Source: an optimization exercise on an open RTL-to-GDS flow (aim: small area and a short achievable clock period). Production flows keep margins and buffers that such runs may drop. Where RTL was checked, it was by simulation tests only, not by an equivalence proof against the original. Power and IR drop assume default switching activity.

==> flow/design.v (excerpt) <==
module fpu_top (
	input  wire         clk,
	input  wire         rstn,
	input       fpu_pkg::instr_t instr,
	input       fpu_pkg::fp32_t  x1,	 
	input       fpu_pkg::int32_t x2,	 
	output fpu_pkg::fp32_t       y,
	output fpu_pkg::fpu_exc_t    exc
);
For scale: ~1300 cells after synthesis, ~8200 sq um of cells after synthesis.
==> flow/config.mk <==
export PLATFORM = sky130hd
export DESIGN_NAME = fpu_top
export DESIGN_NICKNAME = fpu_top
export VERILOG_FILES = /design/flow/design.v
export SDC_FILE = /design/flow/constraint.sdc
export NUM_CORES = 4
export LEC_CHECK = 0
export CAP_MARGIN = 20
export CORE_MARGIN = 2
export CORE_UTILIZATION = 40
export PLACE_DENSITY = 0.75
export SLEW_MARGIN = 20
==> flow/constraint.sdc <==
create_clock -name core_clock -period 8.0 [get_ports {clk}]
set_input_delay 1.6000 -clock core_clock [delete_from_list [all_inputs] [get_ports {clk}]]
set_output_delay 1.6000 -clock core_clock [all_outputs]
set_load 0.01 [all_outputs]
standard.sh (not shown) runs the stock make flow with config.mk's settings and CLKGATE_MAP_FILE= SYNTH_SCRIPT=/design/flow/synth_recipe.tcl, a recipe that flattens the netlist after the stock synthesis.
==> flow/flow/run.sh <==
#!/bin/bash
# Standard synthesis, then the combinational logic re-mapped by ABC with
# iterated choice-based mapping (flip-flops untouched), then the standard
# layout from floorplan on, with plain buffers on the ports and a
# lighter clock tree.
set -euo pipefail
WORK=$(pwd)
R=$WORK/orfs/results/$FLOW_PLATFORM/fpu_top/base
LOGS=$WORK/orfs/logs/$FLOW_PLATFORM/fpu_top/base
bash standard.sh synth > $WORK/flow_synth.log 2>&1
cp $R/1_2_yosys.v $R/1_2_yosys.std.v
YOSYS=$FLOW_HOME/../tools/install/yosys/bin/yosys
[ -x "$YOSYS" ] || YOSYS=$(command -v yosys)
export REABC_LIB=$FLOW_HOME/platforms/$FLOW_PLATFORM/lib/sky130_fd_sc_hd__tt_025C_1v80.lib
export REABC_IN=$R/1_2_yosys.std.v
export REABC_OUT=$R/1_2_yosys.v
export REABC_SCRIPT=$WORK/flow/abc.scr
export REABC_CONSTR=$WORK/orfs/objects/$FLOW_PLATFORM/fpu_top/base/abc.constr
export REABC_DONT_USE="$(grep -m1 -- '^abc -script' $LOGS/1_2_yosys.log | grep -o -- '-dont_use [^ ]*' | awk '{print $2}' | tr '\n' ' ')"
export REABC_FLOPS="$(grep -o 'sky130_fd_sc_hd__[a-z]*df[a-z0-9_]*' $R/1_2_yosys.std.v | sort -u | tr '\n' ' ')"
$YOSYS -c $WORK/flow/reabc.tcl > $WORK/flow_reabc.log 2>&1
rm -f $R/1_synth.odb $R/1_synth.sdc
export SETUP_SLACK_MARGIN=5.2
# port buffers: the smallest plain buffer, which the resizer upsizes where needed
export BUFFER_PORTS_ARGS="-buffer_cell sky130_fd_sc_hd__buf_1"
# clock tree: mid-size buffers and no dummy loads
export CTS_ARGS="-sink_clustering_enable -repair_clock_nets -buf_list sky130_fd_sc_hd__clkbuf_8 -dont_use_dummy_load"
bash standard.sh finish > $WORK/flow_finish.log 2>&1
Other scripts of this flow, unchanged in this note and not shown: flow/flow/abc.scr, flow/flow/reabc.tcl
Rerun with:
--- a/flow/design.v
+++ b/flow/design.v
@@ -71,26 +71,25 @@
 	assign fz_d   = x1[22:0] == '0;
 	assign c_nan  = (e1 == 8'hff) && !fz_d;
 	assign c_ovf  = !c_nan && ((e1 > 8'd158) || (e1 == 8'd158 && !(x1[31] && fz_d)));
 	assign c_half = e1 == 8'd126;
 	assign c_norm = (e1 >= 8'd127) && !c_nan && !c_ovf;
 	logic fl_c_d;
 	assign fl_c_d = x1[31] && e1 >= 8'd127 && e1 < 8'd150 && |(x1[22:0] & floor_mask(e1));
 	logic o_sgn_d, o_flr_d, o_ft_d, o_fh_d, o_it_d;
-	logic [1:0] x_d;	 
+	fpu_pkg::fpu_exc_t x_d;
 	assign o_sgn_d       = rstn && (d_abs || d_neg);
 	assign o_flr_d       = rstn && d_flr;
 	assign o_ft_d        = rstn && d_ftoi && c_norm;
 	assign o_fh_d        = rstn && d_ftoi && c_half;	 
 	assign o_it_d        = rstn && d_itof && x2 != '0;
-	logic x_inv;
-	assign x_inv  = !(d_abs || d_neg || d_flr || d_ftoi || d_itof);
-	assign x_d[1] = rstn && (x_inv || (d_ftoi && c_nan));
-	assign x_d[0] = rstn && (x_inv || (d_ftoi && c_ovf));
+	assign x_d.invalid_op = rstn && !(d_abs || d_neg || d_flr || d_ftoi || d_itof);
+	assign x_d.nan        = rstn && d_ftoi && c_nan;
+	assign x_d.ovf        = rstn && d_ftoi && c_ovf;
 	logic        s2;
 	logic [30:0] v2;
 	logic [30:0] pick;
 	logic [30:0] cpl;
 	logic [31:0] d_d;
 	assign s2 = x2[31];
 	assign v2 = x2[30:0];
 	logic [30:0] vz;
@@ -111,17 +110,17 @@
 		cpl[30:23] = {8{instr.fmt[2] && s2}};
 		d_d[30:0]  = pick ^ cpl;
 		if (instr.fmt[2])  d_d[31] = s2;
 		else if (d_neg)    d_d[31] = ~x1[31];
 		else if (d_abs)    d_d[31] = 1'b0;
 		else               d_d[31] = x1[31];
 	end
 	logic              o_sgn, o_flr, o_ft, o_fh, o_it;
-	logic [1:0]        x_q;
+	fpu_pkg::fpu_exc_t x_q;
 	logic [31:0]       d_q;
 	logic [4:0]        amt;	 
 	logic              fz_q;	 
 	logic              fl_c;	 
 	always_ff @(posedge clk) begin
 		fl_c  <= fl_c_d;
 		amt   <= amt1;
 		o_sgn <= o_sgn_d;
@@ -179,29 +178,29 @@
 				t0 = t0 | v8[k];
 			end
 		end
 	end
 	assign ci = s ? (g | (t1 & sig0)) : (g & (sig0 | t0));
 	assign ai = {s, itof_exp(amt), nrm[30:8]};
 	logic [32:0] data_d;
 	logic        val_d;
-	logic [1:0]  x2_d;
+	fpu_pkg::fpu_exc_t x2_d;
 	always_comb begin
 		if (o_it)       data_d = {ai, ci};
 		else if (o_ft)  data_d = se;
 		else if (o_flr) data_d = {fl_a, fl_c};
 		else if (o_fh)  data_d = {{32{s}}, ~s};	 
 		else            data_d = {d_q, 1'b0};
 	end
 	assign val_d = rstn && (o_sgn || o_flr || o_ft || o_fh || o_it);
 	assign x2_d  = rstn ? x_q : '0;
 	logic [32:0]       data_q;
 	logic              val_q;
-	logic [1:0]        x2_q;
+	fpu_pkg::fpu_exc_t x2_q;
 	always_ff @(posedge clk) begin
 		data_q <= data_d;
 		val_q  <= val_d;
 		x2_q   <= x2_d;
 	end
 	logic [31:0] a;
 	logic        c;
 	logic [31:0] pre;	 
@@ -210,14 +209,12 @@
 	assign c = data_q[0];
 	always_comb begin
 		pre[0] = 1'b1;
 		for (int i = 1; i < 32; i++) pre[i] = pre[i-1] & a[i-1];
 	end
 	assign y_d = {32{rstn && val_q}} & (a ^ ({32{c}} & pre));	 
 	always_ff @(posedge clk) begin
 		y   <= y_d;
-		exc.invalid_op <= rstn && x2_q == 2'd3;
-		exc.nan        <= rstn && x2_q == 2'd2;
-		exc.ovf        <= rstn && x2_q == 2'd1;
+		exc <= rstn ? x2_q : '0;
 	end
 endmodule
 `default_nettype wire
After rerunning:
- global-route usage went down by 2.4 points
- via count went down by about 4.6%
- final area went down by 1.5%
- power stays flat
- clock skew went up by 0.0057 ns
- non-clock buffer count went down by 9
- synthesized area went down by about 2%
- setup slack is worse by 0.032 ns
- critical path depth went down by 1
- core utilization went up by 0.65 points
- hold slack is worse by 0.018 ns
No functional check of the RTL was part of the first run of this note.

---

## main
The RTL this note starts from:
==> flow/design.v <==
`default_nettype none
package fpu_pkg;
	typedef logic [31:0] fp32_t;	 
	typedef logic [31:0] int32_t;	 
	typedef logic [7:0]  exp_t;	 
	typedef logic [22:0] frac_t;	 
	typedef logic [23:0] sig_t;	 
	localparam exp_t EXP_MAX  = 8'd255;
	localparam exp_t EXP_BIAS = 8'd127;
	localparam int LATENCY = 3;
	typedef struct packed {
		logic [5:0] op1;	 
		logic [4:0] fmt;	 
		logic [5:0] op2;	 
	} instr_t;
	typedef struct packed {
		logic invalid_op;
		logic nan;
		logic ovf;
	} fpu_exc_t;
	typedef enum logic [2:0] {
		OP_IDLE,
		OP_ABS,
		OP_NEG,
		OP_FLOOR,
		OP_FTOI,
		OP_ITOF,
		OP_INVALID
	} op_t;
	localparam logic [5:0] OP1_COP1    = 6'b010001;
	localparam logic [4:0] FMT_S       = 5'b10000;
	localparam logic [4:0] FMT_W_FTOI  = 5'b00000;
	localparam logic [4:0] FMT_ITOF    = 5'b00100;
	localparam logic [5:0] FUNCT_ABS   = 6'b000101;
	localparam logic [5:0] FUNCT_NEG   = 6'b000111;
	localparam logic [5:0] FUNCT_FLOOR = 6'b001111;
	localparam logic [5:0] FUNCT_CVT   = 6'b000000;
endpackage
`default_nettype wire
`default_nettype none
module fpu_top (
	input  wire         clk,
	input  wire         rstn,
	input       fpu_pkg::instr_t instr,
	input       fpu_pkg::fp32_t  x1,	 
	input       fpu_pkg::int32_t x2,	 
	output fpu_pkg::fp32_t       y,
	output fpu_pkg::fpu_exc_t    exc
);
	function automatic logic [4:0] ftoi_amt(input logic [4:0] k);	 
		ftoi_amt = '0;
		for (int j = 0; j < 32; j++) if (k == 5'(j)) ftoi_amt = 5'((30 - j) & 31);
	endfunction
	function automatic logic [7:0] itof_exp(input logic [4:0] k);	 
		itof_exp = '0;
		for (int j = 0; j < 32; j++) if (k == 5'(j)) itof_exp = 8'(157 - j);
	endfunction
	function automatic logic [22:0] floor_mask(input logic [7:0] ee);
		for (int i = 0; i < 23; i++) floor_mask[i] = !ee[7] || (i < 22 && ee[4:0] <= 5'(21 - i));
	endfunction
	logic d_abs, d_neg, d_flr, d_ftoi, d_itof, cop1;
	assign cop1   = instr.op1 == fpu_pkg::OP1_COP1;
	assign d_abs  = cop1 && instr.fmt == fpu_pkg::FMT_S && instr.op2 == fpu_pkg::FUNCT_ABS;
	assign d_neg  = cop1 && instr.fmt == fpu_pkg::FMT_S && instr.op2 == fpu_pkg::FUNCT_NEG;
	assign d_flr  = cop1 && instr.fmt == fpu_pkg::FMT_S && instr.op2 == fpu_pkg::FUNCT_FLOOR;
	assign d_ftoi = cop1 && instr.fmt == fpu_pkg::FMT_W_FTOI && instr.op2 == fpu_pkg::FUNCT_CVT;
	assign d_itof = cop1 && instr.fmt == fpu_pkg::FMT_ITOF && instr.op2 == fpu_pkg::FUNCT_CVT;
	logic [7:0] e1;
	logic       fz_d, c_nan, c_ovf, c_half, c_norm;
	assign e1     = x1[30:23];
	assign fz_d   = x1[22:0] == '0;
	assign c_nan  = (e1 == 8'hff) && !fz_d;
	assign c_ovf  = !c_nan && ((e1 > 8'd158) || (e1 == 8'd158 && !(x1[31] && fz_d)));
	assign c_half = e1 == 8'd126;
	assign c_norm = (e1 >= 8'd127) && !c_nan && !c_ovf;
	logic fl_c_d;
	assign fl_c_d = x1[31] && e1 >= 8'd127 && e1 < 8'd150 && |(x1[22:0] & floor_mask(e1));
	logic o_sgn_d, o_flr_d, o_ft_d, o_fh_d, o_it_d;
	fpu_pkg::fpu_exc_t x_d;
	assign o_sgn_d       = rstn && (d_abs || d_neg);
	assign o_flr_d       = rstn && d_flr;
	assign o_ft_d        = rstn && d_ftoi && c_norm;
	assign o_fh_d        = rstn && d_ftoi && c_half;	 
	assign o_it_d        = rstn && d_itof && x2 != '0;
	assign x_d.invalid_op = rstn && !(d_abs || d_neg || d_flr || d_ftoi || d_itof);
	assign x_d.nan        = rstn && d_ftoi && c_nan;
	assign x_d.ovf        = rstn && d_ftoi && c_ovf;
	logic        s2;
	logic [30:0] v2;
	logic [30:0] pick;
	logic [30:0] cpl;
	logic [31:0] d_d;
	assign s2 = x2[31];
	assign v2 = x2[30:0];
	logic [30:0] vz;
	logic [4:0]  lz1;
	logic [4:0]  amt1;
	assign vz = x2[30:0] ^ {31{s2}};
	always_comb begin
		lz1 = 5'd31;
		for (int i = 0; i < 31; i++) begin
			if (vz[i]) lz1 = 5'(30 - i);
		end
	end
	assign amt1 = instr.fmt[2] ? lz1 : ftoi_amt(x1[27:23]);
	always_comb begin
		for (int i = 0; i < 23; i++) pick[i] = instr.fmt[2] ? v2[22-i] : x1[i];
		for (int i = 23; i < 31; i++) pick[i] = instr.fmt[2] ? v2[53-i] : x1[i];
		cpl[22:0]  = {23{instr.fmt[2] ? s2 : (!instr.fmt[4] && x1[31])}};
		cpl[30:23] = {8{instr.fmt[2] && s2}};
		d_d[30:0]  = pick ^ cpl;
		if (instr.fmt[2])  d_d[31] = s2;
		else if (d_neg)    d_d[31] = ~x1[31];
		else if (d_abs)    d_d[31] = 1'b0;
		else               d_d[31] = x1[31];
	end
	logic              o_sgn, o_flr, o_ft, o_fh, o_it;
	fpu_pkg::fpu_exc_t x_q;
	logic [31:0]       d_q;
	logic [4:0]        amt;	 
	logic              fz_q;	 
	logic              fl_c;	 
	always_ff @(posedge clk) begin
		fl_c  <= fl_c_d;
		amt   <= amt1;
		o_sgn <= o_sgn_d;
		o_flr <= o_flr_d;
		o_ft  <= o_ft_d;
		o_fh  <= o_fh_d;
		o_it  <= o_it_d;
		x_q   <= x_d;
		d_q   <= d_d;
		fz_q  <= fz_d;
	end
	logic        s;
	logic [7:0]  e;
	logic [22:0] fr;
	assign s  = d_q[31];
	assign e  = d_q[30:23];
	assign fr = d_q[22:0];
	logic [32:0] sin, sa, sb, sc, sd, se;
	assign sin  = {o_it ? s : ~s, d_q[22:0], o_it ? d_q[30:23] : {8{s}}, s};
	assign sa   = amt[4] ? {{16{s}}, sin[32:16]} : sin;
	assign sb   = amt[3] ? {{8{s}}, sa[32:8]} : sa;
	assign sc   = amt[2] ? {{4{s}}, sb[32:4]} : sb;
	assign sd   = amt[1] ? {{2{s}}, sc[32:2]} : sc;
	assign se   = amt[0] ? {s, sd[32:1]} : sd;
	logic [22:0] mask;
	logic        fl_mid;
	logic [31:0] fl_a;
	assign mask   = floor_mask(e);
	assign fl_mid = (e >= 8'd127) && (e < 8'd150);
	always_comb begin
		if (e == 8'hff && !fz_q)  fl_a = d_q | 32'h0040_0000;
		else if (!fl_mid && e >= 8'd150) fl_a = d_q;
		else if (!fl_mid) fl_a = (s && (e != '0 || !fz_q)) ? 32'hbf80_0000 : {s, 31'd0};
		else if (fl_c)    fl_a = d_q | {9'd0, mask};
		else              fl_a = d_q & ~{9'd0, mask};
	end
	logic [31:0] nrm;
	logic [7:0]  v8;
	logic        g, sig0, t1, t0, ci;
	logic [31:0] ai;
	always_comb begin
		for (int n = 0; n < 32; n++) nrm[n] = se[32-n];
		for (int k = 0; k < 8; k++) v8[k] = d_q[22-k];
	end
	always_comb begin
		g    = s;
		sig0 = s;
		t1   = 1'b1;
		t0   = 1'b0;
		for (int j = 0; j < 7; j++) if (amt == 5'(j)) g = v8[6-j];
		for (int j = 0; j < 8; j++) if (amt == 5'(j)) sig0 = v8[7-j];
		for (int k = 0; k < 6; k++) begin
			if (int'(amt) + k <= 5) begin
				t1 = t1 & v8[k];
				t0 = t0 | v8[k];
			end
		end
	end
	assign ci = s ? (g | (t1 & sig0)) : (g & (sig0 | t0));
	assign ai = {s, itof_exp(amt), nrm[30:8]};
	logic [32:0] data_d;
	logic        val_d;
	fpu_pkg::fpu_exc_t x2_d;
	always_comb begin
		if (o_it)       data_d = {ai, ci};
		else if (o_ft)  data_d = se;
		else if (o_flr) data_d = {fl_a, fl_c};
		else if (o_fh)  data_d = {{32{s}}, ~s};	 
		else            data_d = {d_q, 1'b0};
	end
	assign val_d = rstn && (o_sgn || o_flr || o_ft || o_fh || o_it);
	assign x2_d  = rstn ? x_q : '0;
	logic [32:0]       data_q;
	logic              val_q;
	fpu_pkg::fpu_exc_t x2_q;
	always_ff @(posedge clk) begin
		data_q <= data_d;
		val_q  <= val_d;
		x2_q   <= x2_d;
	end
	logic [31:0] a;
	logic        c;
	logic [31:0] pre;	 
	logic [31:0] y_d;
	assign a = data_q[32:1];
	assign c = data_q[0];
	always_comb begin
		pre[0] = 1'b1;
		for (int i = 1; i < 32; i++) pre[i] = pre[i-1] & a[i-1];
	end
	assign y_d = {32{rstn && val_q}} & (a ^ ({32{c}} & pre));	 
	always_ff @(posedge clk) begin
		y   <= y_d;
		exc <= rstn ? x2_q : '0;
	end
endmodule
`default_nettype wire
==> flow/config.mk <==
export PLATFORM = sky130hd
export DESIGN_NAME = fpu_top
export DESIGN_NICKNAME = fpu_top
export VERILOG_FILES = /design/flow/design.v
export SDC_FILE = /design/flow/constraint.sdc
export NUM_CORES = 4
export LEC_CHECK = 0
export CAP_MARGIN = 20
export CORE_MARGIN = 2
export CORE_UTILIZATION = 40
export SLEW_MARGIN = 20
==> flow/constraint.sdc <==
create_clock -name core_clock -period 8.0 [get_ports {clk}]
set_input_delay 1.6000 -clock core_clock [delete_from_list [all_inputs] [get_ports {clk}]]
set_output_delay 1.6000 -clock core_clock [all_outputs]
set_load 0.01 [all_outputs]
==> flow/flow/abc.scr <==
strash
dc2
dch
map
strash
dc2
dch
map
strash
dch
map
topo
buffer -c
upsize -c
dnsize -c
==> flow/flow/reabc.tcl <==
# Re-map the combinational logic of the standard synthesis netlist with a
# different ABC script. Every flip-flop instance (name and cell type) is kept.
set lib     $::env(REABC_LIB)
set in      $::env(REABC_IN)
set out     $::env(REABC_OUT)
set script  $::env(REABC_SCRIPT)
set dontuse $::env(REABC_DONT_USE)

yosys read_liberty -ignore_miss_func $lib
yosys read_verilog $in
yosys hierarchy -top $::env(FLOW_TOP)
foreach ff [split $::env(REABC_FLOPS)] {
  yosys setattr -mod -set keep_hierarchy 1 $ff
}
yosys flatten
yosys rename -hide w:*.*
yosys opt_clean
set args [list -script $script -liberty $lib -constr $::env(REABC_CONSTR)]
foreach c [split $dontuse] { if {$c ne ""} { lappend args -dont_use $c } }
yosys abc {*}$args
yosys opt_clean -purge
yosys rename -enumerate
foreach ff [split $::env(REABC_FLOPS)] {
  yosys blackbox $ff
}
yosys tee -o $out.stat stat -liberty $lib
yosys write_verilog -noattr -nohex -nodec $out
Scripts as last shown in full above: flow/flow/run.sh
## Diff of input files: the feature branch against main
--- a/flow/design.v
+++ b/flow/design.v
@@ -88,6 +88,4 @@
 	logic        s2;
 	logic [30:0] v2;
-	logic [30:0] pick;
-	logic [30:0] cpl;
 	logic [31:0] d_d;
 	assign s2 = x2[31];
@@ -96,5 +94,5 @@
 	logic [4:0]  lz1;
 	logic [4:0]  amt1;
-	assign vz = x2[30:0] ^ {31{s2}};
+	assign vz = x2[31:1] ^ x2[30:0];
 	always_comb begin
 		lz1 = 5'd31;
@@ -105,9 +103,6 @@
 	assign amt1 = instr.fmt[2] ? lz1 : ftoi_amt(x1[27:23]);
 	always_comb begin
-		for (int i = 0; i < 23; i++) pick[i] = instr.fmt[2] ? v2[22-i] : x1[i];
-		for (int i = 23; i < 31; i++) pick[i] = instr.fmt[2] ? v2[53-i] : x1[i];
-		cpl[22:0]  = {23{instr.fmt[2] ? s2 : (!instr.fmt[4] && x1[31])}};
-		cpl[30:23] = {8{instr.fmt[2] && s2}};
-		d_d[30:0]  = pick ^ cpl;
+		for (int i = 0; i < 23; i++) d_d[i] = instr.fmt[2] ? v2[22-i] : x1[i];
+		for (int i = 23; i < 31; i++) d_d[i] = instr.fmt[2] ? v2[53-i] : x1[i];
 		if (instr.fmt[2])  d_d[31] = s2;
 		else if (d_neg)    d_d[31] = ~x1[31];
@@ -140,5 +135,7 @@
 	assign fr = d_q[22:0];
 	logic [32:0] sin, sa, sb, sc, sd, se;
-	assign sin  = {o_it ? s : ~s, d_q[22:0], o_it ? d_q[30:23] : {8{s}}, s};
+	logic [30:0] dx;	 
+	assign dx   = d_q[30:0] ^ {31{s}};
+	assign sin  = {o_it ? s : ~s, dx[22:0], o_it ? dx[30:23] : {8{s}}, s};
 	assign sa   = amt[4] ? {{16{s}}, sin[32:16]} : sin;
 	assign sb   = amt[3] ? {{8{s}}, sa[32:8]} : sa;
@@ -164,5 +161,5 @@
 	always_comb begin
 		for (int n = 0; n < 32; n++) nrm[n] = se[32-n];
-		for (int k = 0; k < 8; k++) v8[k] = d_q[22-k];
+		for (int k = 0; k < 8; k++) v8[k] = dx[22-k];
 	end
 	always_comb begin
- Global-route wire length before repair: the feature branch vs main — no meaningful difference
- main → the feature branch: final wirelength held, post-route standard cell area excluding fillers went up about 1.6%, number of cells traversed by the worst register-to-register path went up 3, area taken by flip-flops and latches held, sequential-cell power consumption went down about 6%.
- Per the comparison of the feature branch with main, combined global-route utilization of all metal layers now sits lower, core utilization now sits lower, maximum frequency now sits lower.
The RTL of the feature branch was laid out without a check of its function.

[afterwards: timing with drivers on the ports]
How much do the figures lean on ideal ports? The routed layouts below were timed once more, with nothing changed but the port constraints.
Step 1 sets driving cells, clkbuf_16 on the clock port and buf_2 on the other inputs (assumed; they add their load-dependent delay and slew).
Step 2 also shifts input and output timing later by t, the mid clock arrival at the registers, as if the neighbouring blocks saw the same clock.
a / b / c = ideal ports / drivers / drivers and shift; a / b = the first two.
run	t, ns	setup slack, ns	hold WS [ns]	worst register clock-pin slew, ns	worst data-port slew with drivers (ns)
the first run of note 1	0.479	5.169 / 5.175 / 4.696	0.417 / 0.417 / 0.417	0.07 / 0.07	0.05
the second run of note 1	0.474	5.137 / 5.149 / 4.675	0.400 / 0.400 / 0.400	0.08 / 0.08	0.04
main	0.480	5.186 / 5.211 / 4.731	0.411 / 0.411 / 0.411	0.08 / 0.08	0.04
the feature branch	0.453	5.128 / 5.125 / 4.672	0.401 / 0.401 / 0.401	0.07 / 0.07	0.05
After both steps every run listed still meets setup and hold. The setup slack of the first run of note 1, which loses most, moves by +0.006 ns with the drivers and by -0.473 ns with both steps.
